From an optimization exercise on the open Yosys and OpenROAD flow, aimed at small area, a short achievable clock period and few clock cycles per item; shortcuts taken in it are not production practice. RTL that was checked went through simulation tests only; none was proved equivalent to the original.

==> flow/design.v (excerpt) <==
module differential_temp_fan_stepper_core
(
    input  wire logic        clk,
    input  wire logic        rst_n,
    input  wire logic        sensor_valid,
    output logic             sensor_ready,
    input  wire logic [15:0] sensor_sample_a,
    input  wire logic [15:0] sensor_sample_b,
    output logic             status_valid,
    input  wire logic        status_ready,
    output logic [2:0]       status_fan_level,
    output logic             status_level_changed,
    output logic             status_compared,
    output logic [14:0]      status_average_difference,
    output logic             status_relay_low_cap,
    output logic             status_relay_high_cap,
    output logic             status_main_relay,
    input  wire logic        cfg_valid,
    output logic             cfg_ready,
    input  wire logic [3:0]  cfg_index,
    input  wire logic [15:0] cfg_data
);
    logic [THRESH_W-1:0] thr_reg [4];
    logic                in_fire;
    logic                adv;           
    logic                shift;         
    logic                take_e;        
    logic                save;          
    logic                rdy_reg;
    logic                sh_pend_reg;   
    logic                pend_reg;      
    logic                skid_v_reg;
    logic [DSUM_W+3:0]   skid_reg;      
    logic                sh_pend_next;
    logic                pend_next;
  ...
For scale: roughly 2600 cells after synthesis, roughly 22000 sq um of cells after synthesis.
make LEC_CHECK=0 ABC_AREA=1 CAP_MARGIN=20 CORE_MARGIN=2 CORE_UTILIZATION=40 CTS_CLUSTER_DIAMETER=120 CTS_CLUSTER_SIZE=22 SETUP_SLACK_MARGIN=4.5 SLEW_MARGIN=20 SYNTH_HIERARCHICAL=1 finish   # period 8.0 ns
run.sh (not shown) runs the stock make flow with config.mk's settings and CLKGATE_MAP_FILE= SYNTH_SCRIPT=/design/flow/synth_recipe.tcl, a recipe that flattens the netlist after the stock synthesis.
Testbench counts at the start, summed over its fixed seeds: cycles 16,040, items 16,000.
Edit:
SETUP_SLACK_MARGIN = 5   (was 4.5)
The new run passed the timing, DRC and antenna checks.
Register-to-register slack improved by 130 ps.
Critical path depth came out lower by 1.
Die area stays the same.
Design area came out higher by 1.8%.
Setup slack improved by 350 ps.
Routed wire length hardly moves.

Another version of the RTL of differential_temp_fan_stepper_core (not shown whole).
Size: about 2,500 cells after synthesis, ~380 flip-flops, ~83 I/O pins, ~0.025 mm² of cells after synthesis.
Design differential_temp_fan_stepper_core, start of the top module:
module differential_temp_fan_stepper_core
(
    input  wire logic        clk,
    input  wire logic        rst_n,
    input  wire logic        sensor_valid,
    output logic             sensor_ready,
    input  wire logic [15:0] sensor_sample_a,
    input  wire logic [15:0] sensor_sample_b,
    output logic             status_valid,
    input  wire logic        status_ready,
    output logic [2:0]       status_fan_level,
    output logic             status_level_changed,
    output logic             status_compared,
    output logic [14:0]      status_average_difference,
    output logic             status_relay_low_cap,
    output logic             status_relay_high_cap,
    output logic             status_main_relay,
    input  wire logic        cfg_valid,
    output logic             cfg_ready,
    input  wire logic [3:0]  cfg_index,
    input  wire logic [15:0] cfg_data
);
clock: 8.0 ns
lec_check: 0
cap_margin: 20
core_margin: 2
core_utilization: 40
setup_slack_margin: 5
slew_margin: 20
synth_hierarchical: 1
Next try:
- SETUP_SLACK_MARGIN: 5 -> 4
Result: The new run finished with timing, DRC and antenna clean; register-to-register slack loses 90 ps; final area shrinks by 9.4%; via count shrinks by 5.9%; wire length is lower by 11%; setup slack is worse by 88 ps; worst hold slack loses 4.2 ps; first-iteration DRC count went down by 1.8%; global-route usage goes down by 1.9 points; critical path depth falls by 1.
No run of this note included a check of the RTL's function; only the layout flow was run.

Setup of P:
differential_temp_fan_stepper_core, a different RTL version from the one above (not shown whole).
For scale: about 1,900 cells after synthesis, ~360 flip-flops, roughly 83 I/O pins.
export LEC_CHECK = 0
export CAP_MARGIN = 20
export CORE_MARGIN = 2
export CORE_UTILIZATION = 40
export SLEW_MARGIN = 20
create_clock -name core_clock -period 8.0 [get_ports {clk}]
Inputs modified between P and Q:
-- flow/config.mk --
<<< P, line 8
>>> Q, line 8
export ABC_AREA = 1
--- outcome ---
Compared with P, gate count of the mapped netlist in Q increased by a little under 10%.
Diff P -> Q: count of inverters other than clock inverters in the layout rose by 137, area of the multi-input gates lower, area growth from synthesis to layout went up, post-layout worst setup margin saw an increase.
Total detailed-routing wirelength: Q < P
What Q reported for cell count has to be multiplied by 0.944 to get the figure for P.
Compared to P, Q has fraction of the cycle the final worst path needs 2.0 points lower.
No functional check of the RTL was part of any run of this note.

differential_temp_fan_stepper_core, a different RTL version from the one above (not shown whole).
For scale: ~2600 cells after synthesis, about 400 flip-flops, ~83 I/O pins, about 0.022 sq mm of cells after synthesis.
Settings: LEC_CHECK=0, ABC_AREA=1, CAP_MARGIN=20, CORE_MARGIN=2, CORE_UTILIZATION=55, CTS_CLUSTER_DIAMETER=120, CTS_CLUSTER_SIZE=22, SETUP_SLACK_MARGIN=5, SLEW_MARGIN=20, SYNTH_HIERARCHICAL=1; clock period 8.0 ns.
standard.sh (not shown) runs the stock make flow with config.mk's settings and CLKGATE_MAP_FILE= SYNTH_SCRIPT=/design/flow/synth_recipe.tcl, a recipe that flattens the netlist after the stock synthesis.
==> flow/flow/run.sh <==
#!/bin/bash
# Layout flow: the standard flow (standard.sh, synthesis to finish),
# unchanged except that buffer_ports builds the input and output port
# buffers from sky130_fd_sc_hd__buf_2 rather than the cell it picks itself.
# standard.sh's full output is kept in standard.log in this folder.
set -e
export BUFFER_PORTS_ARGS="-buffer_cell sky130_fd_sc_hd__buf_2"
bash standard.sh > standard.log 2>&1
The baseline passed the timing, DRC and antenna checks.
Testbench counts at the start, summed over its fixed seeds: cycles 16,040, items 16,000.
==> next run, changes <==
==> flow/run.sh (new file) <==
#!/bin/bash
# synth_recipe.tcl (not shown) runs the flow's synth.tcl, then flattens the netlist and writes it again
# the make line also repeats each setting of config.mk as NAME=value (left out here)
make -C /OpenROAD-flow-scripts/flow DESIGN_CONFIG=/design/flow/config.mk WORK_HOME=/design/flow/orfs CLKGATE_MAP_FILE= SYNTH_SCRIPT=/design/flow/synth_recipe.tcl finish
Settings changed: ABC_AREA 1 to not set, CORE_UTILIZATION 55 to 40, CTS_CLUSTER_DIAMETER 120 to not set, CTS_CLUSTER_SIZE 22 to not set, SETUP_SLACK_MARGIN 5 to 4.
removed: flow/flow/run.sh
removed: flow/standard.sh
First-iteration DRC count went up by about 6%.
Via count went down by about 1.4%.
Die area went up by about 43%.
Clock skew went up by 0.013 ns.
Routed wire length went up by 6.8%.
Synthesized area went up by 4.6%.
==> next run, changes <==
Settings changed: ABC_AREA set to 1, CTS_CLUSTER_DIAMETER set to 120, CTS_CLUSTER_SIZE set to 22, SETUP_SLACK_MARGIN 4 to 5.
=>
- The changed run finished with timing, DRC and antenna clean
- die area shrinks by 4.4%
- count of clock-buffer cells in the layout decreases by 17
- final area came out lower by 6.3%
- worst hold slack stays flat
- maximum frequency rose by 36%
- setup slack is better by 1.1 ns
- synthesized cell count rises by 20%
- global-route usage came out lower by 0.12 points
- core utilization came out lower by 0.85 points

north:
differential_temp_fan_stepper_core, a different RTL version from the one above (not shown whole).
For scale: about 2,400 cells after synthesis, about 83 I/O pins, about 22,000 sq um of cells after synthesis.
==> flow/design.v (excerpt) <==
module differential_temp_fan_stepper_core
(
    input  wire logic        clk,
    input  wire logic        rst_n,
    input  wire logic        sensor_valid,
    output logic             sensor_ready,
    input  wire logic [15:0] sensor_sample_a,
    input  wire logic [15:0] sensor_sample_b,
    output logic             status_valid,
    input  wire logic        status_ready,
    output logic [2:0]       status_fan_level,
    output logic             status_level_changed,
    output logic             status_compared,
    output logic [14:0]      status_average_difference,
    output logic             status_relay_low_cap,
    output logic             status_relay_high_cap,
    output logic             status_main_relay,
    input  wire logic        cfg_valid,
    output logic             cfg_ready,
    input  wire logic [3:0]  cfg_index,
    input  wire logic [15:0] cfg_data
);
clock: 8.0 ns
lec_check: 0
abc_area: 1
cap_margin: 20
core_margin: 2
core_utilization: 40
cts_cluster_diameter: 135
cts_cluster_size: 26
setup_slack_margin: 5
slew_margin: 20
synth_hierarchical: 1
==> flow/flow/run.sh <==
#!/bin/bash
# Layout flow: the standard flow (standard.sh, synthesis to finish),
# unchanged except that buffer_ports builds the input and output port
# buffers from sky130_fd_sc_hd__buf_1 rather than the cell it picks itself.
# standard.sh's full output is kept in standard.log in this folder.
set -e
export BUFFER_PORTS_ARGS="-buffer_cell sky130_fd_sc_hd__buf_1"
bash standard.sh > standard.log 2>&1
north completed every stage of the flow, and the final layout passed the timing, DRC and antenna checks.
Testbench counts of north, summed over its fixed seeds: cycles 16,040, items 16,000.
> inputs changed (north -> south)
Settings: CTS_CLUSTER_DIAMETER now 120, was 135; CTS_CLUSTER_SIZE now 22, was 26.
==> flow/flow/run.sh <==
#!/bin/bash
# Layout flow: the standard flow (standard.sh, synthesis to finish),
# unchanged except that buffer_ports builds the input and output port
# buffers from sky130_fd_sc_hd__buf_2 rather than the cell it picks itself.
# standard.sh's full output is kept in standard.log in this folder.
set -e
export BUFFER_PORTS_ARGS="-buffer_cell sky130_fd_sc_hd__buf_2"
bash standard.sh > standard.log 2>&1
### Flow results
- The core of south is more densely filled than that of north.
- north reports its highest-delay cell along the critical path as nor3_1 while south reports nand3_1.
- south has required arrival time at the worst endpoint above what north had.

## rev 12
RTL: one of the versions met above, not the one the previous note started from.
Settings: LEC_CHECK=0, ABC_AREA=1, CAP_MARGIN=20, CORE_MARGIN=2, CORE_UTILIZATION=55, CTS_CLUSTER_DIAMETER=120, CTS_CLUSTER_SIZE=22, SETUP_SLACK_MARGIN=5, SLEW_MARGIN=20, SYNTH_HIERARCHICAL=1; clock period 8.0 ns.
run.sh (not shown) runs the stock make flow with config.mk's settings and CLKGATE_MAP_FILE= SYNTH_SCRIPT=/design/flow/synth_recipe.tcl, a recipe that flattens the netlist after the stock synthesis.
Stock flow here: none of the scripts above is used.
Testbench counts of rev 12, summed over its fixed seeds: cycles 16,040, items 16,000.
For rev 13, these inputs were changed with respect to rev 12:
- CORE_UTILIZATION: 55 -> 40
- PLACE_DENSITY: unset -> 0.7
==> flow/flow/run.sh (new file) <==
#!/bin/bash
# Layout flow: the standard flow (standard.sh, synthesis to finish),
# unchanged except that buffer_ports builds the input and output port
# buffers from sky130_fd_sc_hd__buf_2 rather than the cell it picks itself.
# standard.sh's full output is kept in standard.log in this folder.
set -e
export BUFFER_PORTS_ARGS="-buffer_cell sky130_fd_sc_hd__buf_2"
bash standard.sh > standard.log 2>&1
==> flow/standard.sh (new file) <==
#!/bin/bash
# synth_recipe.tcl (not shown) runs the flow's synth.tcl, then flattens the netlist and writes it again
# the make line also repeats each setting of config.mk as NAME=value (left out here)
make -C /OpenROAD-flow-scripts/flow DESIGN_CONFIG=/design/flow/config.mk WORK_HOME=/design/flow/orfs CLKGATE_MAP_FILE= SYNTH_SCRIPT=/design/flow/synth_recipe.tcl "${@:-finish}"
removed: flow/run.sh
Results
- Per the final summary, rev 13 finished and its layout is clean on timing, DRC and antenna.
- Higher ratio of routed vias to standard cells among rev 13 and rev 12: rev 12
- met1 layer wirelength in the final routing down 440 um in rev 13 wrt rev 12
- Going from rev 12 to rev 13, setup slack picked up an extra 51 ps; die area picked up an extra about 37%; ratio of cells with drive above 1 in the final layout picked up an extra 1.8 points; multi-input gate share of total cell area neither gained nor lost much.
- The hold slack number comes out higher for rev 12 vs rev 13.

## static timing again, ports no longer ideal
How much do the figures lean on ideal ports? The routed layouts below were timed once more, with nothing changed but the port constraints.
Step 1: set_driving_cell puts a clkbuf_16 on clk and a buf_2 on each other input, an assumption about the parent block.
Step 2 times the ports against the registers' clock, not the clock port: input delays grow and output delays shrink by t, the midpoint of the rising clock arrivals with the driver on.
Three values: ideal ports, drivers, drivers and shift; two values: the first two.
run	t (ns)	setup WS [ns]	pins driven straight from the clock port
the first run of note 1	0.595	4.681 / 4.713 / 4.119	1
the second run of note 1	0.607	5.034 / 5.012 / 4.455	1
the first run of note 2	0.627	4.178 / 4.178 / 4.178	1
the second run of note 2	0.639	4.090 / 4.090 / 3.863	1
P	0.625	1.554 / 1.553 / 1.553	1
Q	0.602	1.717 / 1.717 / 1.717	1
the first run of note 4	0.604	5.166 / 5.178 / 4.597	1
the second run of note 4	0.621	4.024 / 4.024 / 3.679	1
the third run of note 4	0.600	5.078 / 5.078 / 4.512	1
north	0.603	5.105 / 5.140 / 4.537	1
south	0.601	5.116 / 5.141 / 4.540	1
rev 12	0.607	5.107 / 5.056 / 4.530	1
rev 13	0.603	5.159 / 5.185 / 4.582	1
After both steps every run listed still meets setup and hold. The setup slack of the second run of note 1, which loses most, moves by -0.022 ns with the drivers and by -0.579 ns with both steps.
